Context: an optimization exercise on an open-source flow, tuned for small area and a short achievable clock period. The choices shown serve that exercise and are no tape-out recipe. The RTL was checked by simulation tests, not by an equivalence proof against the original design. Power figures rest on the tool's default switching activity, not on a simulated workload.

==> design.v <==
package conv_pkg;
  function automatic integer sq(input integer n);
    sq = n * n;
  endfunction
  function automatic integer nbits(input integer n);
    nbits = $clog2(n + 1);
  endfunction
  localparam int K_DIM  = 3;
  localparam int I_DIM  = 8;
  localparam int M_BITS = 16;
  localparam int O_DIM  = K_DIM + I_DIM - 1;
  localparam int O_SIZE = sq(O_DIM);
  localparam int O_BITS = nbits(O_DIM);
  localparam int A_BITS = nbits(O_SIZE);
  typedef enum logic [0:0] {FILL, DRAIN} out_state_t;
  typedef logic [A_BITS-1:0] addr_t;
  typedef logic [M_BITS-1:0] word_t;
  typedef logic [O_BITS-1:0] coord_t;
endpackage
module out_frame_buf (
  input  logic  clk,
  input  logic  clr,
  input  logic [conv_pkg::O_DIM-1:0]  wrow,
  input  logic [conv_pkg::O_DIM-1:0]  wcol,
  input  conv_pkg::word_t wdata,
  input  logic [conv_pkg::O_DIM-1:0]  rrow,
  input  logic [conv_pkg::O_DIM/2-1:0][conv_pkg::O_DIM-1:0] rcsel,
  output conv_pkg::word_t rdata,
  output logic  rvalid
);
  localparam int N = conv_pkg::O_DIM;
  conv_pkg::word_t             mem [0:conv_pkg::O_SIZE-1];
  logic [conv_pkg::O_SIZE-1:0] written;
  logic [conv_pkg::O_SIZE-1:0] we;
  always_comb begin
    for (int r = 0; r < N; r++)
      for (int c = 0; c < N; c++)
        we[r*N+c] = wrow[r] && wcol[c];
  end
  always_ff @(posedge clk) begin
    for (int s = 0; s < conv_pkg::O_SIZE; s++)
      if (we[s]) mem[s] <= wdata;
  end
  always_ff @(posedge clk) begin
    if (clr) written <= '0;
    else     written <= written | we;
  end
  conv_pkg::word_t row_data [0:N-1];
  logic [N-1:0]    row_valid;
  always_comb begin
    for (int r = 0; r < N; r++) begin
      row_data[r]  = '0;
      row_valid[r] = 1'b0;
      for (int c = 0; c < N; c++) begin
        row_data[r]  = row_data[r]  | (mem[r*N+c] & {conv_pkg::M_BITS{rcsel[r/2][c]}});
        row_valid[r] = row_valid[r] | (written[r*N+c] & rcsel[r/2][c]);
      end
    end
    rdata  = '0;
    rvalid = 1'b0;
    for (int r = 0; r < N; r++) begin
      rdata  = rdata  | (row_data[r] & {conv_pkg::M_BITS{rrow[r]}});
      rvalid = rvalid | (row_valid[r] & rrow[r]);
    end
  end
endmodule
module conv_out_ctrl (
  input  logic                clk,
  input  logic                rst,
  input  logic [conv_pkg::M_BITS-1:0] in_data,
  input  logic [2*conv_pkg::O_BITS-1:0] in_user,
  input  logic                in_last,
  input  logic                in_valid,
  output logic                in_ready,
  output logic [conv_pkg::M_BITS-1:0] out_data,
  output logic                out_last,
  output logic                out_valid,
  input  logic                out_ready,
  output logic                err_range,
  output logic                err_miss
);
  localparam int N = conv_pkg::O_DIM;
  logic            drain_q;       
  logic            fill_q;        
  logic [N-1:0]    rrow_q;        
  logic [N/2-1:0][N-1:0] rcsel_q; 
  logic [N-1:0]    rcol;          
  logic [N-1:0]    rrow_adv, rcol_adv;
  logic [N/2-1:0][N-1:0] rcsel_adv;
  logic            restart;
  logic            last_q;        
  logic            shown_valid_q; 
  conv_pkg::word_t dout_q;        
  conv_pkg::word_t dout_h_q;      
  logic            last_h_q;      
  logic [N-1:0]    wrow_q, wcol_q;
  conv_pkg::word_t wdata_q;
  conv_pkg::coord_t row, col;
  logic [N-1:0]    wrow, wcol;
  logic            acc, in_range, in_hit0, pend_hit;
  conv_pkg::word_t rdata;
  logic            rvalid;
  logic            hs_out, done, advance;
  assign row = in_user[2*conv_pkg::O_BITS-1:conv_pkg::O_BITS];
  assign col = in_user[conv_pkg::O_BITS-1:0];
  assign acc = in_valid && !drain_q;
  always_comb begin
    for (int i = 0; i < N; i++) begin
      wrow[i] = acc && (row == conv_pkg::coord_t'(i));
      wcol[i] = (col == conv_pkg::coord_t'(i));
    end
  end
  assign in_range = (row < conv_pkg::coord_t'(N)) && (col < conv_pkg::coord_t'(N));
  assign in_hit0  = wrow[0] && wcol[0];
  assign pend_hit = wrow_q[0] && (drain_q ? wcol_q[1] : wcol_q[0]);
  assign hs_out  = drain_q && out_ready;
  assign done    = hs_out && last_q;
  assign advance = (acc && in_last) || hs_out;
  always_ff @(posedge clk) begin
    if (rst) begin
      wrow_q <= '0;
    end else begin
      wrow_q <= wrow;
    end
    wcol_q  <= wcol;
    wdata_q <= in_data;
  end
  out_frame_buf u_buf (
    .clk    (clk),
    .clr    (rst || done),
    .wrow   (wrow_q),
    .wcol   (wcol_q),
    .wdata  (wdata_q),
    .rrow   (rrow_q),
    .rcsel  (rcsel_q),
    .rdata  (rdata),
    .rvalid (rvalid)
  );
  always_comb begin
    rcol = '0;
    for (int g = 0; g < N/2; g++) rcol = rcol | rcsel_q[g];
    rcol_adv = {rcol[N-2:0], rcol[N-1]};
    rrow_adv = rcol[N-1] ? {rrow_q[N-2:0], rrow_q[N-1]} : rrow_q;
    for (int g = 0; g < N/2; g++)
      rcsel_adv[g] = rcol_adv & {N{rrow_adv[2*g] || rrow_adv[2*g+1]}};
  end
  assign restart = rst || done;
  always_ff @(posedge clk) begin
    if (restart) begin
      rrow_q  <= {{(N-1){1'b0}}, 1'b1};
      rcsel_q <= {{(N*N/2-1){1'b0}}, 1'b1};
    end else if (advance) begin
      rrow_q  <= rrow_adv;
      rcsel_q <= rcsel_adv;
    end
    if (restart) begin
      drain_q <= 1'b0;
      fill_q  <= 1'b1;
    end else if (acc && in_last) begin
      drain_q <= 1'b1;
      fill_q  <= 1'b0;
    end
  end
  logic            load;
  conv_pkg::word_t dout_n;
  logic            last_n;
  assign load   = !drain_q || out_ready;
  assign dout_n = in_hit0 ? in_data : pend_hit ? wdata_q : (rvalid ? rdata : '0);
  assign last_n = drain_q && rrow_q[N-1] && rcsel_q[N/2-1][N-1];
  always_ff @(posedge clk) begin
    if (load) begin
      dout_h_q      <= dout_n;
      last_h_q      <= last_n;
      shown_valid_q <= in_hit0 || pend_hit || rvalid;
    end
    if (rst) begin
      dout_q <= '0;
      last_q <= 1'b0;
    end else begin
      dout_q <= load ? dout_n : dout_h_q;
      last_q <= load ? last_n : last_h_q;
    end
  end
  assign in_ready  = fill_q;
  assign out_valid = drain_q;
  assign out_data  = dout_q;
  assign out_last  = last_q;
  always_ff @(posedge clk) begin
    if (rst) begin
      err_range <= 1'b0;
      err_miss  <= 1'b0;
    end else begin
      if (acc && !in_range)
        err_range <= 1'b1;
      if (hs_out && !shown_valid_q)
        err_miss <= 1'b1;
    end
  end
endmodule
==> flow/run.sh <==
#!/bin/bash
# Standard ORFS layout, except that the port buffers start as buf_4
# (resizable within the buf footprint) instead of the default pick.
set -euo pipefail
bash standard.sh BUFFER_PORTS_ARGS="-buffer_cell sky130_fd_sc_hd__buf_4" finish > orfs_make.log 2>&1
==> standard.sh <==
#!/bin/bash
# synth_recipe.tcl (not shown) runs the flow's synth.tcl, then flattens the netlist and writes it again
# the make line also repeats each setting of config.mk as NAME=value (left out here)
make -C /OpenROAD-flow-scripts/flow DESIGN_CONFIG=/design/flow/config.mk WORK_HOME=/design/flow/orfs CLKGATE_MAP_FILE= SYNTH_SCRIPT=/design/flow/synth_recipe.tcl "${@:-finish}"
==> config.mk <==
export PLATFORM = sky130hd
export DESIGN_NAME = conv_out_ctrl
export DESIGN_NICKNAME = conv_out_ctrl
export VERILOG_FILES = /design/flow/design.v
export SDC_FILE = /design/flow/constraint.sdc
export NUM_CORES = 4
export LEC_CHECK = 0
export CAP_MARGIN = 20
export CORE_MARGIN = 2
export CORE_UTILIZATION = 65
export SETUP_SLACK_MARGIN = 3.1
export SLEW_MARGIN = 60
==> constraint.sdc <==
create_clock -name core_clock -period 5.5 [get_ports {clk}]
set_input_delay 1.1000 -clock core_clock [delete_from_list [all_inputs] [get_ports {clk}]]
set_output_delay 1.1000 -clock core_clock [all_outputs]
set_load 0.01 [all_outputs]
==> summary.txt, run 1 <==
* Vias at 41,000
* Maximum clock path buffer count at 3
* Critical path arrival at 3.13 ns
* Clock sinks at 1,835
* Layout cell share with drive strength beyond 1 at 0.162
* Mapped Cells at 4,140
* Biggest cell delay along the critical path at 0.41 ns
* Largest net degree at the start of global routing at a little over 60
* Ys Warns at 4
* Max VDD drop at 0.423 mV
* Synth area leaders: edfxtp_1 (72%), a22oi_1 (9.4%), dfxtp_1 (7.1%)
* Synth unique cells at 41
* Core Rows at 117
* Slew Limit Headroom at 0.578
* Routed length per placed instance at ~35 um
* Antenna-violating nets left at 0
* DP Wirelength at approximately 120,000 um
* Cells along the critical path: buf_4 > buf_12 > a22oi_1 > nand3_1 > o21ai_1 > nand4_1 > nor3_1 > o41ai_1
* Critical Setup Path Class: flip-flop to flip-flop
* Area leader, netlist: edfxtp_1
* Die Wd at 323 um
* Die ar. at 0.105 mm2
* First-pass GRT wire length at between 200,000 and 300,000 um
* Nets at roughly 4,300
* Starting Density at 0.654
* Htree depth at 4
* Final setup vio count at 0
* Post-synthesis cell area at 0.0663 mm2
* Delay-heaviest family, CP: simple AND/OR/NAND/NOR gates
* CP Capture Type: flip-flop
* Syn nets at 4,169
* Syn Area/Cell at approximately 16 um2
* Clock transition at path regs at 0.06 ns
* Cell with the most instances after synthesis: edfxtp_1
* Unrepaired setup endpoints after global routing: true
* Max Cap Viol at 0
* Fin crit period at 2.50 ns
* Clock Skew at roughly 0.023 ns
* Final clock period utilization by the worst path at 0.454
* Async set or reset register ratio after synthesis at 0
* Pre-CTS setup slack at about 2.4 ns
* Setup TNS at 0 ns
* Final Core Density at 0.747
* Max Freq at between 0.4 and 0.5 GHz
* Die Y at around 320 um
* Critical Path Start Type: flip-flop
* Pleak at 0.0246 uW
* Vias in the first global route at 38,500
* Via density at 7.12
* Clock root buffer: clkbuf_16
* WL final at 199,000 um
* Prevailing post-synth register cell: edfxtp_1
* I/O pins at 50
* Worst Tran Pin Value at 0.628 ns
* Power density over cell area at approximately 360 mW/mm2
* Final Hold Vio Count at 0
* DRC at 0
* Detailed Route Iter0 Violations at 7,193
* Slew Viols, Final at 0
* Initial antenna violation count at 14
* Synthesis-to-layout area growth at 14.3%
* PnR worst setup slack at 3.00 ns
* Slowest-stage cell, CP: o21ai_1
* Required time of the worst setup path at between 6 and 7 ns
* Hold Path Class: input pin to flip-flop
* Port Buffers at 49
* Total grt overflow at 0
* Worst Path Max Fanout at 26
* Post-synth EDFFs at 1,601
* DR pass1 iterations at 8
* Share of Yosys cell area claimed by the top area cell type at 0.725
* Placeable Area at 0.101 mm2
* Flop and latch count out of synthesis at approximately 1,800
* Synth cell count leaders: edfxtp_1 (1,601), a22oi_1 (827), nor2_1 (311)
* CTS Buf Count at between 150 and 200
* Seq/Total Area, Yosys at 0.795
* CTS tree: done
* Clock latency on the worst-skew pair at 0.78 ns
* GRT Overall Usage at 0.381
* Final GP Congestion at 1.01
* WP buf/inv at 2
* Outcome: timing/DRC/antenna clean
-- cell families (layout without fill, tap and decap cells) --
| group | after synthesis | count (layout) | share of synthesized area |
|---|---|---|---|
| other cells | 0 | 6 | 0 |
| buf+inv | 276 | 518 | 0.0169 |
| simple gates | 891 | 891 | 0.0626 |
| mux | 1 | 1 | 0.000170 |
| compound gates | 1137 | 1137 | 0.125 |
| flops | 1835 | 1835 | 0.795 |
-- metrics by stage --
stage / hold WS, ns / instance area [um2] / instances / total power, uW
final: 0.468 / 75800 / 5756 / 27600
after CTS: 0.426 / 75200 / 5729 / 27700
after floorplan: 0.441 / 66400 / 4140 / 15700
after global routing: 0.444 / 75800 / 5753 / 28200
after global placement: 0.450 / 68100 / 5372 / 15900
after detailed placement: 0.458 / 69000 / 5401 / 16000
-- routing by layer --
layer / up-vias / global-route usage / share of wire
li1: 16700 / - / -
met1: 20700 / 0.537 / 0.36
met2: 3098 / 0.568 / 0.46
met3: 459 / 0.103 / 0.13
met4: 10 / 0.163 / 0.046
met5: - / 0 / 0.00041
-- flip-flops by register name (all words and copies together), names as in the netlist --
name,flops
err_miss,1
u_buf.mem,1600
err_range,1
fill_q,1
wrow_q,10
last_q,1
rrow_q,10
dout_q,16
drain_q,1
shown_valid_q,1
wcol_q,10
rcsel_q,50
wdata_q,16
u_buf.written,100
dout_h_q,16
last_h_q,1
-- power by group --
group	internal [uW]	total, uW	leakage, uW	switching (uW)
Clock	6920	11900	0.00278	4990
Sequential	15100	15200	0.0163	78.1
Combinational	140	524	0.00554	383
Total	22200	27600	0.0246	5450
-- layout by cell type, fill, tap and decap left out, types with 37 or more instances in the layout --
cell       count
buf_6         56
nand4_1       84
clkbuf_1      47
o21ai_1       59
o21ai_2       37
dfxtp_1      163
a22o_1        48
o21ai_0       38
edfxtp_1    1601
buf_4         97
nor2_1       311
dfxtp_4       55
nand2_1      179
nand3_1      137
clkbuf_16    186
and2_2        77
a22oi_1      823
-- area by class of cell --
| cell class | count | area, um2 |
|---|---|---|
| Sequential cell | 1835 | 53000 |
| Multi-Input combinational cell | 2029 | 13100 |
| Clock inverter | 77 | 748 |
| Inverter | 1 | 3.75 |
| Clock buffer | 243 | 4950 |
| Antenna cell | 6 | 15.0 |
| Tap cell | 1368 | 1710 |
| Timing Repair Buffer | 197 | 2320 |
| Fill cell | 6033 | 25600 |
-- worst paths after layout --
path	from	to	cells past startpoint	slack (ns)
worst max-delay path	rcsel_q[0]	dout_q[14]	8	3.00
worst min-delay path	in_data[2]	wdata_q[2]	1	0.47
worst max register to register	rcsel_q[0]	dout_q[14]	8	3.00
worst min register to register	wdata_q[1]	u_buf.mem[85][1]	0	0.47
-- what timing repair did --
action / 4_1_cts / 5_1_grt
hold buffers: 0 / 0
pin swaps: 15 / 28
buffers inserted: 8 / 13
setup endpoints to repair: 50 / 37
cloned: 0 / 2
gates resized for setup: 151 / 73
-- worst reg2reg max path, stage by stage (launching register included) --
cell and delay (ns):
dfxtp_1 0.31, buf_4 0.20, buf_12 0.20, a22oi_1 0.23, nand3_1 0.11, o21ai_1 0.41
nand4_1 0.41, nor3_1 0.36, o41ai_1 0.14
==> run 2: changes to the inputs <==
--- a/config.mk
+++ b/config.mk
@@ -9,3 +9,5 @@
 export CORE_MARGIN = 2
-export CORE_UTILIZATION = 65
+export CORE_UTILIZATION = 60
+export CTS_CLUSTER_DIAMETER = 55
+export CTS_CLUSTER_SIZE = 28
 export SETUP_SLACK_MARGIN = 3.1
==> run 2 against run 1 <==
Wire length is 1.6% higher. Die area up 8.2%. Critical endpoint is now dout_q[10]. Setup slack improved by 0.021 ns. Register-to-register slack improved by 0.02 ns. Hold slack better by 0.0060 ns. Synthesized cell count unchanged. Final area fell by 0.85%. Critical path type unchanged. Combinational power barely moved. Final cell count up 1.1%. Largest power group unchanged. Sequential power about the same. Flip-flop and latch count stayed put. Maximum frequency is 0.86% higher.
==> summary.txt, run 2 <==
* Outcome: timing/DRC/antenna clean (unchanged)
* Clock root buffer: clkbuf_16 (unchanged)
* Biggest cell delay along the critical path at 0.51 ns (was 0.41 ns)
* Synthesis-to-layout area growth at 13.3% (was 14.3%)
* Synth area leaders: edfxtp_1 (72%), a22oi_1 (9.4%), dfxtp_1 (7.1%) (unchanged)
* Core Rows at 121 (was 117)
* Power density over cell area at 350 mW/mm2 (was 365 mW/mm2)
* Design area at 0.0752 mm2 (was 0.0758 mm2)
* Max Freq at 0.404 GHz (was 0.400 GHz)
* Unrepaired setup endpoints after global routing: true (unchanged)
* Prevailing post-synth register cell: edfxtp_1 (unchanged)
* Max reg flops at 1,600 (unchanged)
* Seq/Total Area, Yosys at 0.795 (unchanged)
* Max Cap Viol at 0 (unchanged)
* Setup TNS at 0 ns (unchanged)
* Die Wd at 337 um (was 323 um)
* Vias at 40,400 (was 41,000)
* Clock sinks at 1,835 (unchanged)
* Cell with the most instances after synthesis: edfxtp_1 (unchanged)
* Post-synth EDFFs at 1,601 (unchanged)
* Share of Yosys cell area claimed by the top area cell type at 0.725 (unchanged)
* Max VDD drop at 0.331 mV (was 0.423 mV)
* Total grt overflow at 0 (unchanged)
* Clock Skew at 0.0290 ns (was 0.0227 ns)
* CTS Buf Count at 140 (was 173)
* Die Y at 337 um (was 323 um)
* Area leader, netlist: edfxtp_1 (unchanged)
* WL final at 202,000 um (was 199,000 um)
* Critical Setup Path Class: flip-flop to flip-flop (unchanged)
* DRC at 0 (unchanged)
* Final Hold Vio Count at 0 (unchanged)
* Most frequent cells in the layout: edfxtp_1 (1,601), a22oi_1 (816), nor2_1 (309) (was edfxtp_1 (1,601), a22oi_1 (823), nor2_1 (311))
* Worst Path Max Fanout at 14 (was 26)
* Required time of the worst setup path at 6.13 ns (about the same)
* Fill cell count at 7,300 (was 6,033)
* Slew Viols, Final at 0 (unchanged)
* CTS tree: done (unchanged)
* Biggest regs: u_buf.mem (1600), u_buf.written (100), rcsel_q (50) (unchanged)
* Final clock period utilization by the worst path at 0.451 (was 0.454)
* CP Capture Type: flip-flop (unchanged)
* DP Wirelength at 123,000 um (was 119,000 um)
* Vias in the first global route at 37,600 (was 38,500)
* DR pass1 iterations at 9 (was 8)
* Critical path arrival at 3.10 ns (was 3.13 ns)
* Die ar. at 0.113 mm2 (was 0.105 mm2)
* Placeable Area at 0.109 mm2 (was 0.101 mm2)
* I/O pins at 50 (unchanged)
* Htree depth at 4 (unchanged)
* Largest net degree at the start of global routing at 105 (was 62)
* Mapped Cells at 4,140 (unchanged)
* Synth cell count leaders: edfxtp_1 (1,601), a22oi_1 (827), nor2_1 (311) (unchanged)
* Most common cell after layout, fill and taps aside: edfxtp_1 (unchanged)
* Detailed Route Iter0 Violations at 6,319 (was 7,193)
* Final Hold Slack at 0.474 ns (was 0.468 ns)
* Hold buffers post-CTS at 0 (unchanged)
* Slew Limit Headroom at 0.551 (was 0.578)
* Dpl cells at 5,521 (was 5,401)
* Post-synthesis cell area at 0.0663 mm2 (unchanged)
* First-pass GRT wire length at 282,000 um (was 278,000 um)
* Delay-heaviest family, CP: compound AO/OA/AOI/OAI gates (was simple AND/OR/NAND/NOR gates)
* Slowest-stage cell, CP: nand4_1 (was o21ai_1)
* Routed length per placed instance at 34.8 um (was 34.6 um)
* GRT Overall Usage at 0.356 (was 0.381)
* Port Buffers at 49 (unchanged)
* Syn Area/Cell at 16.0 um2 (unchanged)
* Ys Warns at 4 (unchanged)
* Via density at 6.94 (was 7.12)
* Starting Density at 0.607 (was 0.654)
* Worst Tran Pin Value at 0.670 ns (was 0.628 ns)
* Antenna-violating nets left at 0 (unchanged)
* Initial antenna violation count at 13 (was 14)
* Nets at 4,245 (was 4,266)
* Reg with most FFs: u_buf.mem (unchanged)
* Power, Total at 26,300 uW (was 27,600 uW)
* Placed cell areas at 0.0692 mm2 (was 0.0690 mm2)
* Async set or reset register ratio after synthesis at 0 (unchanged)
* Clock transition at path regs at 0.07 ns (was 0.06 ns)
* WP buf/inv at 1 (was 2)
* Fin cells at 5,817 (was 5,756)
* Fin crit period at 2.48 ns (was 2.50 ns)
* Critical Path Start Type: flip-flop (unchanged)
* Clock latency on the worst-skew pair at 0.77 ns (was 0.78 ns)
* Flop and latch count out of synthesis at 1,835 (unchanged)
* Pleak at 0.0242 uW (was 0.0246 uW)
* Synth unique cells at 41 (unchanged)
* Maximum clock path buffer count at 3 (unchanged)
* Final setup vio count at 0 (unchanged)
* Cells along the critical path: buf_4 > a22o_1 > a221oi_2 > nand4_1 > a22o_1 > nor3_2 > o41ai_1 (was buf_4 > buf_12 > a22oi_1 > nand3_1 > o21ai_1 > nand4_1 > nor3_1 > o41ai_1)
* Hold Path Class: flip-flop to flip-flop (was input pin to flip-flop)
* Crit-path most repeated cell: a22o_1
* Final GP Congestion at 0.946 (was 1.01)
* Syn nets at 4,169 (unchanged)
* Layout cell share with drive strength beyond 1 at 0.167 (was 0.162)
==> run 2: cell count changes in the layout (fill, tap and decap cells not counted), sizes merged <==
cell	before	now
clkinv	53	49
bufinv	14	10
diode	6	18
inv	6	27
clkinvlp	5	10
clkbuf	246	155
buf	194	208
==> run 2: cell type report <==
class	count	area, um2	area share
repair buffers	209	2310	0.0308
inverters	1	3.75	0.0000499
well taps	1476	1850	0.0246
multi-input cells	2029	13200	0.176
diodes	18	45.0	0.000599
flip-flops and latches	1835	52900	0.704
clock buffers	154	3660	0.0487
clock inverters	95	1120	0.0150
==> run 2: stage by stage <==
stage | util | setup slack (ns)
floorplan | - | 3.12
global placement | 0.625 | 1.78
detailed placement | 0.633 | 2.34
CTS | 0.681 | 3.04
global route | 0.687 | 3.07
finish | 0.688 | 3.02
==> run 2: per-layer routing <==
metal / global-route usage / vias up / share of wire
met5: 0 / - / 0.00016
met4: 0.143 / 6 / 0.042
met3: 0.0831 / 381 / 0.12
met2: 0.527 / 2643 / 0.45
met1: 0.518 / 20700 / 0.38
li1: - / 16700 / -
==> run 2: power breakdown <==
part           total, uW  switching [uW]  internal [uW]
logic                523             387            136
clock network      10600            5110           5480
registers          15200            82.5          15100
==> run 2: worst paths after layout <==
path	from	end	slack (ns)	cells past startpoint
worst min register to register	u_buf.written[71]	u_buf.written[71]	0.47	2
worst max-delay path	rcsel_q[41]	dout_q[10]	3.02	7
worst max register to register	rcsel_q[41]	dout_q[10]	3.02	7
worst min-delay path	u_buf.written[71]	u_buf.written[71]	0.47	2
==> run 2: tightest hold or removal path: stages, from the launching register on <==
cell and delay, ns:
dfxtp_1 0.33, nor2_1 0.05, nor2_1 0.07
==> run 2: kinds of logic (layout without fill, tap and decap cells) <==
family | after synthesis | in the layout | synth area share
DFF | 1835 | 1835 | 0.795
AOI/OAI and AO/OA | 1137 | 1137 | 0.125
and+or+nand+nor | 891 | 891 | 0.0626
buffers and inverters | 276 | 459 | 0.0169
muxes | 1 | 1 | 0.000170
other | 0 | 18 | 0
==> run 2: timing repair <==
action / CTS / global route
pin swaps: 21 / 33
setup buffers: 8 / 12
endpoints found under the setup margin: 55 / 39
gates resized for setup: 147 / 110
==> run 3: changes to the inputs <==
--- a/config.mk
+++ b/config.mk
@@ -10,4 +10,4 @@
 export CORE_UTILIZATION = 60
-export CTS_CLUSTER_DIAMETER = 55
-export CTS_CLUSTER_SIZE = 28
+export CTS_CLUSTER_DIAMETER = 70
+export CTS_CLUSTER_SIZE = 24
 export SETUP_SLACK_MARGIN = 3.1
==> run 3 against run 2 <==
Clock skew up 0.00089 ns. Combinational power down 0.8%. Die area unchanged. First-iteration DRC count up 5.0%. Power down 8.9%. Global-route usage down 0.24 points. Non-clock buffer count up 9. Critical path depth unchanged. Sequential share of layout area up 1.4 points. Count of clock-buffer cells in the layout down 12. Register-to-register slack better by 0.03 ns. Critical path type unchanged.
==> summary.txt, run 3 <==
* DP Wirelength at 123,000 um (unchanged)
* Synth area leaders: edfxtp_1 (72%), a22oi_1 (9.4%), dfxtp_1 (7.1%) (unchanged)
* Worst Path Max Fanout at 18 (was 14)
* Clock transition at path regs at 0.11 ns (was 0.07 ns)
* Vias in the first global route at 37,100 (was 37,600)
* Fin crit period at 2.45 ns (was 2.48 ns)
* Port Buffers at 49 (unchanged)
* Htree depth at 3 (was 4)
* Worst Tran Pin Value at 0.688 ns (was 0.670 ns)
* Syn Area/Cell at 16.0 um2 (unchanged)
* Flop and latch count out of synthesis at 1,835 (unchanged)
* Max Cap Viol at 0 (unchanged)
* Starting Density at 0.607 (unchanged)
* Die ar. at 0.113 mm2 (unchanged)
* Prevailing post-synth register cell: edfxtp_1 (unchanged)
* Synth cell count leaders: edfxtp_1 (1,601), a22oi_1 (827), nor2_1 (311) (unchanged)
* First-pass GRT wire length at 280,000 um (was 282,000 um)
* Detailed Route Iter0 Violations at 6,637 (was 6,319)
* Power, Total at 24,000 uW (was 26,300 uW)
* Power density over cell area at 325 mW/mm2 (was 350 mW/mm2)
* Post-synth EDFFs at 1,601 (unchanged)
* Async set or reset register ratio after synthesis at 0 (unchanged)
* Ys Warns at 4 (unchanged)
* Reg with most FFs: u_buf.mem (unchanged)
* Required time of the worst setup path at 6.10 ns (was 6.13 ns)
* Via density at 6.94 (about the same)
* Biggest regs: u_buf.mem (1600), u_buf.written (100), rcsel_q (50) (unchanged)
* Clock latency on the worst-skew pair at 0.73 ns (was 0.77 ns)
* R2r endpoint: dout_q[13] (was dout_q[10])
* CTS Buf Count at 98 (was 140)
* Final setup vio count at 0 (unchanged)
* Antenna-violating nets left at 0 (unchanged)
* CP Capture Point: dout_q[13] (was dout_q[10])
* DR pass1 iterations at 8 (was 9)
* WP buf/inv at 1 (unchanged)
* Largest net degree at the start of global routing at 105 (unchanged)
* Final Hold Vio Count at 0 (unchanged)
* CP Launch Point: rcsel_q[49] (was rcsel_q[41])
* Clock Skew at 0.0299 ns (was 0.0290 ns)
* Hold buffers post-CTS at 0 (unchanged)
* Slew Limit Headroom at 0.536 (was 0.551)
* GRT Overall Usage at 0.354 (was 0.356)
* Biggest cell delay along the critical path at 0.43 ns (was 0.51 ns)
* CP Capture Type: flip-flop (unchanged)
* DRC at 0 (unchanged)
* Most common cell after layout, fill and taps aside: edfxtp_1 (unchanged)
* Footprint of the multi-input gates at 0.0132 mm2 (about the same)
* Max reg flops at 1,600 (unchanged)
* Pleak at 0.0235 uW (was 0.0242 uW)
* Reg2reg start: rcsel_q[49] (was rcsel_q[41])
* Synth unique cells at 41 (unchanged)
* Layout cell share with drive strength beyond 1 at 0.148 (was 0.167)
* Critical Setup Path Class: flip-flop to flip-flop (unchanged)
* Critical path arrival at 3.04 ns (was 3.10 ns)
* Seq/Total Area, Yosys at 0.795 (unchanged)
* Most frequent cells in the layout: edfxtp_1 (1,601), a22oi_1 (817), nor2_1 (309) (was edfxtp_1 (1,601), a22oi_1 (816), nor2_1 (309))
* Outcome: timing/DRC/antenna clean (unchanged)
* Setup TNS at 0 ns (unchanged)
* Placeable Area at 0.109 mm2 (unchanged)
* Initial antenna violation count at 13 (unchanged)
* Max VDD drop at 0.300 mV (was 0.331 mV)
* Fill cell count at 7,488 (was 7,300)
* I/O pins at 50 (unchanged)
* R2R cell count at 7 (unchanged)
* Synthesis-to-layout area growth at 11.0% (was 13.3%)
* R2r setup slk at 3.05 ns (was 3.02 ns)
* Share of Yosys cell area claimed by the top area cell type at 0.725 (unchanged)
* WL final at 202,000 um (about the same)
* Levels on crit path at 7 (unchanged)
* Die Wd at 337 um (unchanged)
* Post-synthesis cell area at 0.0663 mm2 (unchanged)
* Die Y at 337 um (unchanged)
* Cells along the critical path: buf_6 > a22o_1 > a221oi_1 > nand4_1 > a22o_4 > nor3_2 > o41ai_1 (was buf_4 > a22o_1 > a221oi_2 > nand4_1 > a22o_1 > nor3_2 > o41ai_1)
* Core Rows at 121 (unchanged)
* Max Freq at 0.409 GHz (was 0.404 GHz)
* Maximum clock path buffer count at 3 (unchanged)
* Final GP Congestion at 0.946 (unchanged)
* Final Core Density at 0.674 (was 0.688)
* Clock root buffer: clkbuf_16 (unchanged)
* Seq. cell area at 0.0529 mm2 (about the same)
* Syn nets at 4,169 (unchanged)
* Slew Viols, Final at 0 (unchanged)
* Mapped Cells at 4,140 (unchanged)
* Nets at 4,212 (was 4,245)
* Slowest-stage cell, CP: dfxtp_4 (was nand4_1)
* Vias at 39,900 (was 40,400)
* Clock sinks at 1,835 (unchanged)
* Routed length per placed instance at 35.1 um (was 34.8 um)
* Delay-heaviest family, CP: compound AO/OA/AOI/OAI gates (unchanged)
* Total grt overflow at 0 (unchanged)
* Hold Path Class: flip-flop to flip-flop (unchanged)
* Unrepaired setup endpoints after global routing: true (unchanged)
* Cell with the most instances after synthesis: edfxtp_1 (unchanged)
* Critical Path Start Type: flip-flop (unchanged)
* Area leader, netlist: edfxtp_1 (unchanged)
* CTS tree: done (unchanged)
* Final clock period utilization by the worst path at 0.445 (was 0.451)
run 3: cells by family (layout without fill, tap and decap cells):
group | after synthesis | count (layout) | share of synthesized area
other cells | 0 | 8 | 0
compound gates | 1137 | 1137 | 0.125
mux | 1 | 1 | 0.000170
flops | 1835 | 1835 | 0.795
simple gates | 891 | 891 | 0.0626
buf+inv | 276 | 401 | 0.0169
run 3: worst min-delay path by stage:
stage | start | to | slack [ns] | cells after the start
2_1_floorplan | u_buf.written[60] | u_buf.written[60] | 0.44 | 2
3_3_place_gp | u_buf.written[63] | u_buf.written[63] | 0.45 | 2
4_1_cts | u_buf.written[39] | u_buf.written[39] | 0.48 | 2
6_report | u_buf.written[39] | u_buf.written[39] | 0.48 | 2
3_5_place_dp | u_buf.written[39] | u_buf.written[39] | 0.46 | 2
5_1_grt | in_data[0] | wdata_q[0] | 0.50 | 1
run 3: layer usage:
metal | GRT usage | vias up | part of all wire
li1 | - | 16600 | -
met5 | 0 | - | 0.00011
met3 | 0.0789 | 357 | 0.12
met2 | 0.524 | 2522 | 0.45
met4 | 0.141 | 4 | 0.043
met1 | 0.518 | 20400 | 0.39
run 3: report_power, final:
part,total (uW),switching (uW),internal (uW)
registers,15200,82.5,15100
logic,519,385,134
clock network,8260,4540,3720
total,24000,5010,19000
run 3: worst min-delay path, stage by stage (launching register included):
cell	delay, ns
dfxtp_1	0.33
nor2_1	0.05
nor2_1	0.07
run 3: cell type report:
cell class                      instances  area share
Antenna cell                            8    0.000272
Clock buffer                          142      0.0367
Clock inverter                         40     0.00676
Inverter                                1   0.0000510
Multi-Input combinational cell       2029       0.179
Sequential cell                      1835       0.719
Tap cell                             1476      0.0251
Timing Repair Buffer                  218      0.0331
run 3: stage by stage:
stage	cell area (um2)	setup WS, ns	hold slack, ns	instances
2_1_floorplan	66400	3.12	0.441	4140
3_3_place_gp	68300	1.78	0.450	5497
3_5_place_dp	69200	2.34	0.459	5521
4_1_cts	72800	3.08	0.477	5708
5_1_grt	73600	3.08	0.498	5742
6_report	73700	3.05	0.478	5749
run 3: what timing repair did:
item | in CTS | in global routing
buffers inserted | 5 | 23
hold endpoints to repair | 0 | 0
gates resized for setup | 134 | 117
setup endpoints to repair | 50 | 39
cloned | 0 | 2
pin swaps | 20 | 36
==> run 4: changes to the inputs <==
--- a/config.mk
+++ b/config.mk
@@ -10,3 +10,3 @@
 export CORE_UTILIZATION = 60
-export CTS_CLUSTER_DIAMETER = 70
+export CTS_CLUSTER_DIAMETER = 100
 export CTS_CLUSTER_SIZE = 24
==> run 4 against run 3 <==
Still clean. Sequential power is essentially flat. Maximum frequency grew 0.17%. First-iteration DRC count shrank 6.8%. Non-clock buffer count shrank 18. Power shrank 4.2%. Setup slack gained 0.0041 ns. Via count shrank 0.13%. Final area shrank 1.2%. Count of clock-buffer cells in the layout grew 6. Critical path depth is the same. Register-to-register slack is essentially flat. Synthesized cell count is the same. Largest power group unchanged. Highest routed layer unchanged.
==> summary.txt, run 4 <==
* Starting Density at 0.607 (unchanged)
* First-pass GRT wire length at 279,000 um (was 280,000 um)
* Cell with the most instances after synthesis: edfxtp_1 (unchanged)
* Max reg flops at 1,600 (unchanged)
* Clock sinks at 1,835 (unchanged)
* Max VDD drop at 0.358 mV (was 0.300 mV)
* Via density at 6.98 (was 6.94)
* Layout cell share with drive strength beyond 1 at 0.133 (was 0.148)
* Synth area leaders: edfxtp_1 (72%), a22oi_1 (9.4%), dfxtp_1 (7.1%) (unchanged)
* CTS tree: done (unchanged)
* Most common cell after layout, fill and taps aside: edfxtp_1 (unchanged)
* Hold Path Class: flip-flop to flip-flop (unchanged)
* Final clock period utilization by the worst path at 0.444 (was 0.445)
* Vias in the first global route at 37,000 (was 37,100)
* Worst Tran Pin Value at 0.641 ns (was 0.688 ns)
* Routed length per placed instance at 35.2 um (was 35.1 um)
* I/O pins at 50 (unchanged)
* Unrepaired setup endpoints after global routing: true (unchanged)
* Logic pwr share at 0.023 (was 0.022)
* DR pass1 iterations at 6 (was 8)
* Power density over cell area at 316 mW/mm2 (was 325 mW/mm2)
* Max Cap Viol at 0 (unchanged)
* Flop and latch count out of synthesis at 1,835 (unchanged)
* Post-synth EDFFs at 1,601 (unchanged)
* Fin cells at 5,711 (was 5,749)
* Fill cell count at 7,591 (was 7,488)
* Clock Skew at 0.0345 ns (was 0.0299 ns)
* Core Rows at 121 (unchanged)
* Most frequent cells in the layout: edfxtp_1 (1,601), a22oi_1 (817), nor2_1 (309) (unchanged)
* Final Hold Vio Count at 0 (unchanged)
* R2r setup slk at 3.06 ns (was 3.05 ns)
* Prevailing post-synth register cell: edfxtp_1 (unchanged)
* CTS Buf Count at 86 (was 98)
* Final GP Congestion at 0.946 (unchanged)
* Reg with most FFs: u_buf.mem (unchanged)
* Async set or reset register ratio after synthesis at 0 (unchanged)
* R2R cell count at 7 (unchanged)
* Sw frac at 0.202 (was 0.209)
* Post-synthesis cell area at 0.0663 mm2 (unchanged)
* Critical Path Start Type: flip-flop (unchanged)
* Clock latency on the worst-skew pair at 0.73 ns (about the same)
* Placeable Area at 0.109 mm2 (unchanged)
* Dpl cells at 5,521 (unchanged)
* P_int at 18,300 uW (was 19,000 uW)
* Nets at 4,182 (was 4,212)
* Initial antenna violation count at 16 (was 13)
* Syn nets at 4,169 (unchanged)
* CP Capture Type: flip-flop (unchanged)
* Maximum clock path buffer count at 3 (unchanged)
* Die Y at 337 um (unchanged)
* Clock transition at path regs at 0.10 ns (was 0.11 ns)
* Hold buffers post-CTS at 0 (unchanged)
* Vias at 39,800 (was 39,900)
* Mapped Cells at 4,140 (unchanged)
* Area leader, netlist: edfxtp_1 (unchanged)
* Clock Power Share at 0.316 (was 0.345)
* Outcome: timing/DRC/antenna clean (unchanged)
* Port Buffers at 49 (unchanged)
* Slew Limit Headroom at 0.570 (was 0.536)
* Worst Path Max Fanout at 17 (was 18)
* Pleak at 0.0231 uW (was 0.0235 uW)
* Share of power burned in registers at 0.661 (was 0.634)
* Detailed Route Iter0 Violations at 6,186 (was 6,637)
* WL final at 201,000 um (was 202,000 um)
* Antenna-violating nets left at 0 (unchanged)
* Setup TNS at 0 ns (unchanged)
* Synthesis-to-layout area growth at 9.68% (was 11.0%)
* DP Wirelength at 123,000 um (unchanged)
* Final setup vio count at 0 (unchanged)
* DRC at 0 (unchanged)
* Syn Area/Cell at 16.0 um2 (unchanged)
* GRT Overall Usage at 0.353 (was 0.354)
* Clock root buffer: clkbuf_16 (unchanged)
* Total grt overflow at 0 (unchanged)
* Hold path cells at 2 (unchanged)
* Share of Yosys cell area claimed by the top area cell type at 0.725 (unchanged)
* Die Wd at 337 um (unchanged)
* Critical path arrival at 3.02 ns (was 3.04 ns)
* Critical Setup Path Class: flip-flop to flip-flop (unchanged)
* Die ar. at 0.113 mm2 (unchanged)
* Htree depth at 3 (unchanged)
* Max Freq at 0.409 GHz (about the same)
* Seq/Total Area, Yosys at 0.795 (unchanged)
* Synth cell count leaders: edfxtp_1 (1,601), a22oi_1 (827), nor2_1 (311) (unchanged)
* Sw Pwr at 4630 uW (was 5010 uW)
* Slew Viols, Final at 0 (unchanged)
* Required time of the worst setup path at 6.08 ns (was 6.10 ns)
* Fin crit period at 2.44 ns (was 2.45 ns)
* Largest net degree at the start of global routing at 105 (unchanged)
* Ys Warns at 4 (unchanged)
* Biggest regs: u_buf.mem (1600), u_buf.written (100), rcsel_q (50) (unchanged)
* Synth unique cells at 41 (unchanged)
run 4: critical path: stages (launching register included):
cell      delay (ns)
dfxtp_4         0.42
buf_6           0.20
a22o_1          0.24
a221oi_1        0.28
nand4_1         0.42
a22o_4          0.41
nor3_2          0.24
o41ai_1         0.10
run 4: through the flow:
step	total power (uW)	hold slack, ns	instance area (um2)	setup WS, ns	utilization
floorplan	15700	0.441	66400	3.12	-
global placement	15900	0.450	68300	1.78	0.625
detailed placement	16000	0.459	69200	2.34	0.633
CTS	23000	0.479	72100	3.09	0.659
global route	23500	0.502	72700	3.07	0.665
finish	23000	0.479	72800	3.06	0.666
run 4: power groups by stage:
stage	registers, uW	logic [uW]	clock network [uW]
3_3_place_gp	15600	364	0
5_1_grt	15200	538	7790
2_1_floorplan	15600	126	0
4_1_cts	15200	484	7320
6_report	15200	520	7260
3_5_place_dp	15500	479	0
run 4: final timing paths:
check | from | to
worst max register to register | rcsel_q[40] | dout_q[13]
worst max-delay path | rcsel_q[40] | dout_q[13]
worst min register to register | u_buf.written[39] | u_buf.written[39]
worst min-delay path | u_buf.written[39] | u_buf.written[39]
run 4: cell type report:
class	instances	area (um2)	area share
inverters	1	3.75	0.0000516
diodes	17	42.5	0.000585
repair buffers	200	2200	0.0302
flip-flops and latches	1835	52900	0.728
well taps	1476	1850	0.0254
clock inverters	5	46.3	0.000636
multi-input cells	2029	13200	0.182
clock buffers	148	2470	0.0339
run 4: per-layer routing:
metal	track usage	part of all wire
met4	0.140	0.045
met5	0	0.00027
met1	0.511	0.39
met2	0.526	0.45
met3	0.0833	0.11
run 4: cell families (layout without fill, tap and decap cells):
family,Yosys count,count (layout),share of synthesized area
buffers and inverters,276,354,0.0169
AOI/OAI and AO/OA,1137,1137,0.125
muxes,1,1,0.000170
DFF,1835,1835,0.795
and+or+nand+nor,891,891,0.0626
other,0,17,0
run 4: what timing repair did:
item / in CTS / in global routing
setup buffers: 6 / 6
setup endpoints to repair: 47 / 41
resized for setup: 118 / 111
pin swaps: 20 / 31
==> run 5: changes to the inputs <==
--- a/config.mk
+++ b/config.mk
@@ -13,2 +13,2 @@
 export SETUP_SLACK_MARGIN = 3.1
-export SLEW_MARGIN = 60
+export SLEW_MARGIN = 40
==> run 5 against run 4 <==
Clock skew decreased by 0.014 ns. Highest routed layer unchanged. Final cell count is 0.49% lower. Utilization is 0.61 points lower. Die area unchanged. Still clean on timing, DRC and antenna. Power down 0.83%. Sequential share of layout area is 0.64 points higher. Sequential power about the same.
==> summary.txt, run 5 <==
* Seq/Total Area, Yosys at 0.795 (unchanged)
* Setup TNS at 0 ns (unchanged)
* Placeable Area at 0.109 mm2 (unchanged)
* Die Wd at 337 um (unchanged)
* Outcome: timing/DRC/antenna clean (unchanged)
* Hold Path Class: flip-flop to flip-flop (unchanged)
* Die Y at 337 um (unchanged)
* Met3 Usage GRT at 0.0856 (was 0.0833)
* Required time of the worst setup path at 6.06 ns (was 6.08 ns)
* Synth area leaders: edfxtp_1 (72%), a22oi_1 (9.4%), dfxtp_1 (7.1%) (unchanged)
* Vias at 39,400 (was 39,800)
* Pleak at 0.0228 uW (was 0.0231 uW)
* Syn nets at 4,169 (unchanged)
* Area leader, netlist: edfxtp_1 (unchanged)
* Power density over cell area at 316 mW/mm2 (about the same)
* Ys Warns at 4 (unchanged)
* Post-synth EDFFs at 1,601 (unchanged)
* Critical path arrival at 3.02 ns (about the same)
* Maximum clock path buffer count at 3 (unchanged)
* Cell with the most instances after synthesis: edfxtp_1 (unchanged)
* CTS Buf Count at 86 (unchanged)
* Max Freq at 0.406 GHz (was 0.409 GHz)
* Critical Path Start Type: flip-flop (unchanged)
* First-pass GRT wire length at 278,000 um (was 279,000 um)
* Synth unique cells at 41 (unchanged)
* Final setup vio count at 0 (unchanged)
* CP Capture Type: flip-flop (unchanged)
* XOR/XNOR share of the synthesized area at 0 (unchanged)
* Vias in the first global route at 36,700 (was 37,000)
* Share of Yosys cell area claimed by the top area cell type at 0.725 (unchanged)
* Reg with most FFs: u_buf.mem (unchanged)
* Worst Path Max Fanout at 7 (was 17)
* DR pass1 iterations at 6 (unchanged)
* Max Cap Viol at 0 (unchanged)
* R2r setup slk at 3.04 ns (was 3.06 ns)
* Nets at 4,174 (was 4,182)
* Mapped Cells at 4,140 (unchanged)
* Pre-CTS setup slack at 2.33 ns (was 2.34 ns)
* Unrepaired setup endpoints after global routing: true (unchanged)
* Biggest regs: u_buf.mem (1600), u_buf.written (100), rcsel_q (50) (unchanged)
* CTS tree: done (unchanged)
* Worst Tran Pin Value at 0.932 ns (was 0.641 ns)
* Final Core Density at 0.660 (was 0.666)
* Met1 Resource Use GR at 0.507 (was 0.511)
* Async set or reset register ratio after synthesis at 0 (unchanged)
* Syn Area/Cell at 16.0 um2 (unchanged)
* Clock transition at path regs at 0.10 ns (about the same)
* Final clock period utilization by the worst path at 0.447 (was 0.444)
* Post-synthesis cell area at 0.0663 mm2 (unchanged)
* Post-Synth Adder-Cell Area at 0 (unchanged)
* Power, Total at 22,800 uW (was 23,000 uW)
* DRC at 0 (unchanged)
* Final Hold Vio Count at 0 (unchanged)
* Final GP Congestion at 0.946 (unchanged)
* Post-synthesis mux area share at 0.000170 (unchanged)
* Clock latency on the worst-skew pair at 0.70 ns (was 0.73 ns)
* Total grt overflow at 0 (unchanged)
* Starting Density at 0.607 (unchanged)
* Critical Setup Path Class: flip-flop to flip-flop (unchanged)
* Die ar. at 0.113 mm2 (unchanged)
* Via density at 6.94 (was 6.98)
* Fin crit period at 2.46 ns (was 2.44 ns)
* Most frequent cells in the layout: edfxtp_1 (1,601), a22oi_1 (827), nor2_1 (310) (was edfxtp_1 (1,601), a22oi_1 (817), nor2_1 (309))
* Max VDD drop at 0.323 mV (was 0.358 mV)
* Largest net degree at the start of global routing at 105 (unchanged)
* Synth cell count leaders: edfxtp_1 (1,601), a22oi_1 (827), nor2_1 (311) (unchanged)
* Slew Limit Headroom at 0.379 (was 0.570)
* Initial antenna violation count at 13 (was 16)
* Most common cell after layout, fill and taps aside: edfxtp_1 (unchanged)
* Core Rows at 121 (unchanged)
* Busiest grt layer: met2 (unchanged)
* Clock sinks at 1,835 (unchanged)
* Synthesis-to-layout area growth at 8.68% (was 9.68%)
* Clock Skew at 0.0210 ns (was 0.0345 ns)
* Detailed Route Iter0 Violations at 6,253 (was 6,186)
* GRT Overall Usage at 0.352 (was 0.353)
* Met2 Track Usage GR at 0.534 (was 0.526)
* PnR worst setup slack at 3.04 ns (was 3.06 ns)
* Simple-Gate Fraction of Synth Area at 0.0626 (unchanged)
* Port Buffers at 49 (unchanged)
* Synth Area in Compound Gates at 0.125 (unchanged)
* Largest family of logic cells by synthesized area: compound AO/OA/AOI/OAI gates (unchanged)
* Max reg flops at 1,600 (unchanged)
* Hold buffers post-CTS at 0 (unchanged)
* Prevailing post-synth register cell: edfxtp_1 (unchanged)
* Routed length per placed instance at 35.2 um (about the same)
* Clock root buffer: clkbuf_16 (unchanged)
* Antenna-violating nets left at 0 (unchanged)
* WL final at 200,000 um (was 201,000 um)
* DP Wirelength at 121,000 um (was 123,000 um)
* I/O pins at 50 (unchanged)
* Layout cell share with drive strength beyond 1 at 0.126 (was 0.133)
* Htree depth at 3 (unchanged)
* Slew Viols, Final at 0 (unchanged)
* Flop and latch count out of synthesis at 1,835 (unchanged)
## run 5: cell counts after synthesis
Identical to the previous run, type by type.
## run 5: cell type report
cell class,instances,area (um2)
timing repair buffer,192,1840
inverter,1,3.75
clock buffer,146,2400
tap,1476,1850
fill,7638,37200
clock inverter,3,25.0
antenna,1,2.50
multi-input combinational,2029,13100
sequential,1835,52900
## run 5: final timing paths
kind                                   from         end  cells past startpoint
worst max-delay path            rcsel_q[48]  dout_q[10]                      7
worst max register to register  rcsel_q[48]  dout_q[10]                      7
worst min register to register       fill_q      fill_q                      1
worst min-delay path                 fill_q      fill_q                      1
## run 5: kinds of logic (layout without fill, tap and decap cells)
group / after synthesis / after routing
and+or+nand+nor: 891 / 891
muxes: 1 / 1
other: 0 / 1
buffers and inverters: 276 / 342
AOI/OAI and AO/OA: 1137 / 1137
DFF: 1835 / 1835
## run 5: power breakdown
| part | internal, uW | switching, uW |
|---|---|---|
| sequential | 15100 | 129 |
| clock | 3010 | 4120 |
| combinational | 96.2 | 321 |
| total | 18200 | 4570 |
## run 5: timing repair
action,4_1_cts,5_1_grt
gates cloned,1,2
buffers inserted,8,16
endpoints found under the setup margin,47,52
gates resized for setup,183,111
pin swaps,21,28
## run 5: metal layers
metal,part of all wire,vias to the layer above
li1,-,16400
met1,0.39,20200
met2,0.46,2504
met3,0.12,306
met4,0.038,6
met5,0.00011,-
## run 5: metrics by stage
step	cell area, um2	cells	hold slack, ns
6_report	72100	5683	0.469
5_1_grt	72100	5682	0.485
4_1_cts	71500	5662	0.466
3_5_place_dp	68600	5504	0.444
3_3_place_gp	68300	5497	0.450
2_1_floorplan	66400	4140	0.441
## run 5: critical path: stages, from the launching register on
cell      delay (ns)
dfxtp_4         0.41
buf_4           0.16
a22o_1          0.20
a221oi_2        0.25
nand4_1         0.51
a22o_1          0.39
nor3_2          0.26
o41ai_1         0.12
==> run 6: changes to the inputs <==
--- a/config.mk
+++ b/config.mk
@@ -10,5 +10,3 @@
 export CORE_UTILIZATION = 60
-export CTS_CLUSTER_DIAMETER = 100
-export CTS_CLUSTER_SIZE = 24
-export SETUP_SLACK_MARGIN = 3.1
+export SETUP_SLACK_MARGIN = 3.05
 export SLEW_MARGIN = 40
==> run 6 against run 5 <==
Still clean. Flip-flop and latch count stayed put. Wire length rose by 2.8%. Critical path depth unchanged.
==> summary.txt, run 6 <==
* Flop and latch count out of synthesis at 1,835 (unchanged)
* Core Rows at 121 (unchanged)
* Cells along the critical path: buf_8 > a22oi_1 > nand3_1 > o21ai_2 > nand4_1 > nor3_4 > o31ai_1 (was buf_4 > a22o_1 > a221oi_2 > nand4_1 > a22o_1 > nor3_2 > o41ai_1)
* Fin crit period at 2.49 ns (was 2.46 ns)
* Layout cell share with drive strength beyond 1 at 0.155 (was 0.126)
* GRT Overall Usage at 0.357 (was 0.352)
* Syn nets at 4,169 (unchanged)
* Synth cell count leaders: edfxtp_1 (1,601), a22oi_1 (827), nor2_1 (311) (unchanged)
* Routed length per placed instance at 35.0 um (was 35.2 um)
* Detailed Route Iter0 Violations at 6,507 (was 6,253)
* Synth area leaders: edfxtp_1 (72%), a22oi_1 (9.4%), dfxtp_1 (7.1%) (unchanged)
* Area leader, netlist: edfxtp_1 (unchanged)
* CTS Buf Count at 176 (was 86)
* Slew Limit Headroom at 0.418 (was 0.379)
* Post-synth EDFFs at 1,601 (unchanged)
* Syn Area/Cell at 16.0 um2 (unchanged)
* Unrepaired setup endpoints after global routing: true (unchanged)
* Critical Path Start Type: flip-flop (unchanged)
* Initial antenna violation count at 20 (was 13)
* DR pass1 iterations at 6 (unchanged)
* Maximum clock path buffer count at 3 (unchanged)
* Delay-heaviest family, CP: simple AND/OR/NAND/NOR gates (was compound AO/OA/AOI/OAI gates)
* Outcome: timing/DRC/antenna clean (unchanged)
* Final GP Congestion at 0.951 (was 0.946)
* I/O pins at 50 (unchanged)
* Required time of the worst setup path at 6.15 ns (was 6.06 ns)
* Most frequent cells in the layout: edfxtp_1 (1,601), a22oi_1 (819), nor2_1 (311) (was edfxtp_1 (1,601), a22oi_1 (827), nor2_1 (310))
* Clock root buffer: clkbuf_16 (unchanged)
* Slew Viols, Final at 0 (unchanged)
* Post-Route M1 WL at 77,700 um (about the same)
* Die ar. at 0.113 mm2 (unchanged)
* Most common cell after layout, fill and taps aside: edfxtp_1 (unchanged)
* Worst Tran Pin Value at 0.872 ns (was 0.932 ns)
* Max Cap Viol at 0 (unchanged)
* CTS tree: done (unchanged)
* Placed cell areas at 0.0685 mm2 (was 0.0686 mm2)
* Clock Skew at 0.0226 ns (was 0.0210 ns)
* Clock transition at path regs at 0.06 ns (was 0.10 ns)
* Pleak at 0.0245 uW (was 0.0228 uW)
* WL met2 at 93,900 um (was 91,300 um)
* Hold Path Class: input pin to flip-flop (was flip-flop to flip-flop)
* Biggest cell delay along the critical path at 0.48 ns (was 0.51 ns)
* Async set or reset register ratio after synthesis at 0 (unchanged)
* Design area at 0.0755 mm2 (was 0.0721 mm2)
* Post-synthesis cell area at 0.0663 mm2 (unchanged)
* Max Freq at 0.402 GHz (was 0.406 GHz)
* Mapped Cells at 4,140 (unchanged)
* Prevailing post-synth register cell: edfxtp_1 (unchanged)
* Setup TNS at 0 ns (unchanged)
* Largest net degree at the start of global routing at 65 (was 105)
* Ys Warns at 4 (unchanged)
* Placeable Area at 0.109 mm2 (unchanged)
* First-pass GRT wire length at 283,000 um (was 278,000 um)
* CP Capture Type: flip-flop (unchanged)
* Via density at 6.95 (was 6.94)
* Clock latency on the worst-skew pair at 0.78 ns (was 0.70 ns)
* Reg with most FFs: u_buf.mem (unchanged)
* Max VDD drop at 0.318 mV (was 0.323 mV)
* Wire length on met3 at 25,300 um (was 23,500 um)
* Vias at 40,800 (was 39,400)
* Die Wd at 337 um (unchanged)
* Critical path arrival at 3.14 ns (was 3.02 ns)
* WP buf/inv at 1 (unchanged)
* Vias in the first global route at 37,800 (was 36,700)
* WL final at 206,000 um (was 200,000 um)
* Port Buffers at 49 (unchanged)
* Seq/Total Area, Yosys at 0.795 (unchanged)
* DRC at 0 (unchanged)
* Max layer used: met5 (unchanged)
* Synth unique cells at 41 (unchanged)
* Worst Path Max Fanout at 31 (was 7)
* Power density over cell area at 367 mW/mm2 (was 316 mW/mm2)
* Die Y at 337 um (unchanged)
* Critical Setup Path Class: flip-flop to flip-flop (unchanged)
* Synthesis-to-layout area growth at 13.8% (was 8.68%)
* Share of Yosys cell area claimed by the top area cell type at 0.725 (unchanged)
* Antenna-violating nets left at 0 (unchanged)
* Slowest-stage cell, CP: nand4_1 (unchanged)
* Biggest regs: u_buf.mem (1600), u_buf.written (100), rcsel_q (50) (unchanged)
* Final setup vio count at 0 (unchanged)
* Max reg flops at 1,600 (unchanged)
* Final clock period utilization by the worst path at 0.453 (was 0.447)
* Cell with the most instances after synthesis: edfxtp_1 (unchanged)
* Htree depth at 4 (was 3)
* DP Wirelength at 120,000 um (was 121,000 um)
* Starting Density at 0.607 (unchanged)
* Total grt overflow at 0 (unchanged)
* Final Hold Vio Count at 0 (unchanged)
* Nets at 4,261 (was 4,174)
* Clock sinks at 1,835 (unchanged)
* Hold buffers post-CTS at 0 (unchanged)
==> run 6: cell counts after synthesis <==
Identical to the previous run, type by type.
==> run 6: per-stage QoR <==
step           setup WS (ns)  instances  total power [uW]  hold WS [ns]   util
6_report                3.01       5877             27700         0.455  0.691
5_1_grt                 2.98       5857             28300         0.437  0.690
4_1_cts                 3.03       5830             27800         0.418  0.683
3_5_place_dp            2.19       5498             16000         0.447  0.627
3_3_place_gp            2.23       5496             15900         0.450  0.625
2_1_floorplan           3.07       4140             15700         0.441      -
==> run 6: logic make-up after synthesis <==
group / count (synthesis) / synth area share
flip-flops: 1835 / 0.795
AO/OA/AOI/OAI: 1137 / 0.125
AND/OR/NAND/NOR: 891 / 0.0626
buffers and inverters: 276 / 0.0169
multiplexers: 1 / 0.000170
==> run 6: layout make-up <==
cell class / count / area, um2
Fill cell: 7260 / 33800
Clock inverter: 86 / 835
Antenna cell: 21 / 52.6
Clock buffer: 240 / 4940
Sequential cell: 1835 / 52900
Inverter: 1 / 3.75
Tap cell: 1476 / 1850
Multi-Input combinational cell: 2029 / 13000
Timing Repair Buffer: 189 / 1940
==> run 6: worst paths after layout <==
kind	cells after the start	slack [ns]	start	end
setup / recovery	7	3.01	rcsel_q[38]	dout_h_q[11]
hold / removal	1	0.46	in_data[1]	wdata_q[1]
setup reg to reg	7	3.01	rcsel_q[38]	dout_h_q[11]
hold reg to reg	1	0.46	fill_q	fill_q
==> run 6: routing by layer <==
metal / up-vias / GRT usage
met2: 2846 / 0.539
met1: 20800 / 0.511
met3: 429 / 0.0825
met4: 8 / 0.143
li1: 16700 / -
met5: - / 0
==> run 6: repair_timing <==
action                     in CTS  in global routing
setup endpoints to repair      92                 54
setup buffers                   5                 18
cloned                          1                  7
gates resized for setup       153                120
pin swaps                      21                 23
==> run 6: report_power, final <==
group	internal (uW)	switching, uW
sequential	15100	138
clock	7020	5010
combinational	91.5	313
total	22200	5460
==> run 7: changes to the inputs <==
--- a/config.mk
+++ b/config.mk
@@ -10,3 +10,5 @@
 export CORE_UTILIZATION = 60
+export CTS_CLUSTER_DIAMETER = 90
+export CTS_CLUSTER_SIZE = 26
 export SETUP_SLACK_MARGIN = 3.05
-export SLEW_MARGIN = 40
+export SLEW_MARGIN = 60
==> run 7 against run 6 <==
Highest routed layer unchanged. Clock skew increased by 0.011 ns. Hold slack gained 0.029 ns. Critical path type unchanged. Final area decreased by 3.9%. Wire length decreased by 2.1%. Synthesized cell count is the same. Power fell by 18%. Flip-flop and latch count did not move.
==> summary.txt, run 7 <==
* Starting Density at 0.607 (unchanged)
* Layout cell share with drive strength beyond 1 at 0.128 (was 0.155)
* DR pass1 iterations at 6 (unchanged)
* Final Hold Vio Count at 0 (unchanged)
* Critical path arrival at 3.04 ns (was 3.14 ns)
* Synth area leaders: edfxtp_1 (72%), a22oi_1 (9.4%), dfxtp_1 (7.1%) (unchanged)
* Die ar. at 0.113 mm2 (unchanged)
* Final clock period utilization by the worst path at 0.446 (was 0.453)
* CP Capture Type: flip-flop (unchanged)
* Share of Yosys cell area claimed by the top area cell type at 0.725 (unchanged)
* Fill cell count at 7,532 (was 7,260)
* Placeable Area at 0.109 mm2 (unchanged)
* Final GP Congestion at 0.951 (unchanged)
* Clock latency on the worst-skew pair at 0.72 ns (was 0.78 ns)
* Routed length per placed instance at 35.4 um (was 35.0 um)
* Maximum clock path buffer count at 3 (unchanged)
* Unrepaired setup endpoints after global routing: true (unchanged)
* Total grt overflow at 0 (unchanged)
* Post-synthesis cell area at 0.0663 mm2 (unchanged)
* Final Hold Slack at 0.485 ns (was 0.455 ns)
* Final setup vio count at 0 (unchanged)
* Synthesis-to-layout area growth at 9.33% (was 13.8%)
* I/O pins at 50 (unchanged)
* Pre-CTS setup slack at 2.35 ns (was 2.19 ns)
* Setup TNS at 0 ns (unchanged)
* Area leader, netlist: edfxtp_1 (unchanged)
* Fin crit period at 2.46 ns (was 2.49 ns)
* Max reg flops at 1,600 (unchanged)
* Delay-heaviest family, CP: compound AO/OA/AOI/OAI gates (was simple AND/OR/NAND/NOR gates)
* Critical Path Start Type: flip-flop (unchanged)
* Hold Path Class: flip-flop to flip-flop (was input pin to flip-flop)
* Cells along the critical path: buf_12 > a22oi_1 > nand3_1 > o21ai_4 > nand4_1 > buf_4 > o31ai_4 > buf_12 > clkbuf_16 > o41ai_1 (was buf_8 > a22oi_1 > nand3_1 > o21ai_2 > nand4_1 > nor3_4 > o31ai_1)
* Slew Viols, Final at 0 (unchanged)
* Syn nets at 4,169 (unchanged)
* DP Wirelength at 122,000 um (was 120,000 um)
* Detailed Route Iter0 Violations at 6,155 (was 6,507)
* Largest net degree at the start of global routing at 65 (unchanged)
* Antenna-violating nets left at 0 (unchanged)
* Biggest regs: u_buf.mem (1600), u_buf.written (100), rcsel_q (50) (unchanged)
* Port Buffers at 49 (unchanged)
* Critical Setup Path Class: flip-flop to flip-flop (unchanged)
* Dpl cells at 5,515 (was 5,498)
* Syn Area/Cell at 16.0 um2 (unchanged)
* WP buf/inv at 4 (was 1)
* Clock root buffer: clkbuf_16 (unchanged)
* Async set or reset register ratio after synthesis at 0 (unchanged)
* Most frequent cells in the layout: edfxtp_1 (1,601), a22oi_1 (820), nor2_1 (310) (was edfxtp_1 (1,601), a22oi_1 (819), nor2_1 (311))
* Vias in the first global route at 36,900 (was 37,800)
* Fin cells at 5,695 (was 5,877)
* PnR worst setup slack at 3.04 ns (was 3.01 ns)
* Footprint of the multi-input gates at 0.0131 mm2 (was 0.0130 mm2)
* Pleak at 0.0230 uW (was 0.0245 uW)
* Seq. cell area at 0.0529 mm2 (about the same)
* Via density at 7.02 (was 6.95)
* Clock Skew at 0.0334 ns (was 0.0226 ns)
* Mapped Cells at 4,140 (unchanged)
* Post-synth EDFFs at 1,601 (unchanged)
* Outcome: timing/DRC/antenna clean (unchanged)
* Synth cell count leaders: edfxtp_1 (1,601), a22oi_1 (827), nor2_1 (311) (unchanged)
* Worst Tran Pin Value at 0.691 ns (was 0.872 ns)
* Flop and latch count out of synthesis at 1,835 (unchanged)
* CTS tree: done (unchanged)
* Cell with the most instances after synthesis: edfxtp_1 (unchanged)
* Synth unique cells at 41 (unchanged)
* Slowest-stage cell, CP: dfxtp_4 (was nand4_1)
* Ys Warns at 4 (unchanged)
* Slew Limit Headroom at 0.540 (was 0.418)
* Nets at 4,176 (was 4,261)
* Worst Path Max Fanout at 24 (was 31)
* Seq/Total Area, Yosys at 0.795 (unchanged)
* Prevailing post-synth register cell: edfxtp_1 (unchanged)
* Max Freq at 0.407 GHz (was 0.402 GHz)
* Core Rows at 121 (unchanged)
* WL final at 201,000 um (was 206,000 um)
* First-pass GRT wire length at 278,000 um (was 283,000 um)
* Max Cap Viol at 0 (unchanged)
* Die Wd at 337 um (unchanged)
* Clock transition at path regs at 0.11 ns (was 0.06 ns)
* Vias at 40,000 (was 40,800)
* CTS Buf Count at 80 (was 176)
* Die Y at 337 um (unchanged)
* Biggest cell delay along the critical path at 0.44 ns (was 0.48 ns)
* DRC at 0 (unchanged)
* Initial antenna violation count at 21 (was 20)
* Crit-path most repeated cell: buf_12
* Power, Total at 22,700 uW (was 27,700 uW)
* Most common cell after layout, fill and taps aside: edfxtp_1 (unchanged)
* Power density over cell area at 313 mW/mm2 (was 367 mW/mm2)
* Max VDD drop at 0.283 mV (was 0.318 mV)
* GRT Overall Usage at 0.352 (was 0.357)
* Required time of the worst setup path at 6.09 ns (was 6.15 ns)
* Reg with most FFs: u_buf.mem (unchanged)
* Clock sinks at 1,835 (unchanged)
* Htree depth at 3 (was 4)
* Hold buffers post-CTS at 0 (unchanged)
## run 7: cell counts after synthesis
No cell type changed its count.
## run 7: path summary, 6_finish.rpt
path / startpoint / end / slack (ns) / cells after the start
worst max-delay path: rcsel_q[6] / dout_q[7] / 3.04 / 10
worst min register to register: u_buf.written[89] / u_buf.written[89] / 0.48 / 2
worst min-delay path: u_buf.written[89] / u_buf.written[89] / 0.48 / 2
worst max register to register: rcsel_q[6] / dout_q[7] / 3.04 / 10
## run 7: per-layer routing
| layer | vias up | track usage | part of all wire |
|---|---|---|---|
| met3 | 360 | 0.0771 | 0.12 |
| met5 | - | 0 | 0.00076 |
| met4 | 22 | 0.140 | 0.042 |
| met1 | 20400 | 0.503 | 0.38 |
| li1 | 16400 | - | - |
| met2 | 2747 | 0.534 | 0.46 |
## run 7: final cells by class
class / count / area share
clock inverters: 4 / 0.000431
repair buffers: 200 / 0.0318
clock buffers: 138 / 0.0321
well taps: 1476 / 0.0255
flip-flops and latches: 1835 / 0.730
multi-input cells: 2029 / 0.180
diodes: 12 / 0.000414
inverters: 1 / 0.0000518
## run 7: worst register-to-register path: cells and delay by family (launching register included)
kind / cells / cell delay, ns
AO/OA/AOI/OAI: 4 / 0.85
buffers and inverters: 4 / 0.74
flip-flops: 1 / 0.44
AND/OR/NAND/NOR: 2 / 0.28
## run 7: power by group
part           switching (uW)  internal [uW]  leakage, uW
combinational             382            130      0.00555
sequential               75.7          15100       0.0163
clock                    4110           2930      0.00112
total                    4570          18200       0.0230
## run 7: metrics by stage
stage | area [um2] | util
global route | 72500 | 0.663
global placement | 68300 | 0.625
detailed placement | 69100 | 0.632
CTS | 71700 | 0.656
floorplan | 66400 | -
finish | 72500 | 0.664
## run 7: kinds of logic (layout without fill, tap and decap cells)
kind of cell / after synthesis / in the layout / synth area share
AOI/OAI and AO/OA: 1137 / 1137 / 0.125
buffers and inverters: 276 / 343 / 0.0169
DFF: 1835 / 1835 / 0.795
muxes: 1 / 1 / 0.000170
other: 0 / 12 / 0
and+or+nand+nor: 891 / 891 / 0.0626
## run 7: repair_timing
| item | 4_1_cts | 5_1_grt |
|---|---|---|
| gates cloned | 1 | 2 |
| resized for setup | 96 | 107 |
| setup buffers | 2 | 8 |
| hold endpoints to repair | 0 | 0 |
| pin swaps | 19 | 21 |
| setup endpoints to repair | 49 | 74 |

port drivers added, routing unchanged:
How much do the figures lean on ideal ports? The routed layouts below were timed once more, with nothing changed but the port constraints.
Step 1 assumes that a clkbuf_16 drives the clock port and a buf_2 every other input.
Step 2 times the ports against the registers' clock, not the clock port: input delays grow and output delays shrink by t, the midpoint of the rising clock arrivals with the driver on.
Three values: no drivers, after step 1, after step 2; two values: the first two.
run | shift t [ns] | setup WS [ns] | latest minus earliest clock arrival (ns) | worst slew at a driven data input, ns | cell pins on the clock port's net
run 1 | 0.849 | 3.001 / 3.001 / 2.455 | 0.028 / 0.029 | 0.13 | 1
run 2 | 0.843 | 3.022 / 2.984 / 2.441 | 0.029 / 0.029 | 0.15 | 1
run 3 | 0.799 | 3.054 / 3.003 / 2.456 | 0.034 / 0.034 | 0.15 | 1
run 4 | 0.790 | 3.058 / 3.025 / 2.344 | 0.035 / 0.035 | 0.17 | 1
run 5 | 0.773 | 3.040 / 3.037 / 2.374 | 0.024 / 0.024 | 0.16 | 1
run 6 | 0.845 | 3.010 / 2.982 / 2.347 | 0.026 / 0.027 | 0.19 | 1
run 7 | 0.770 | 3.044 / 2.994 / 2.448 | 0.033 / 0.033 | 0.19 | 1
After both steps setup and hold are still met in every run listed. The setup slack of run 4, which loses most, moves by -0.033 ns with the drivers and by -0.714 ns with both steps.
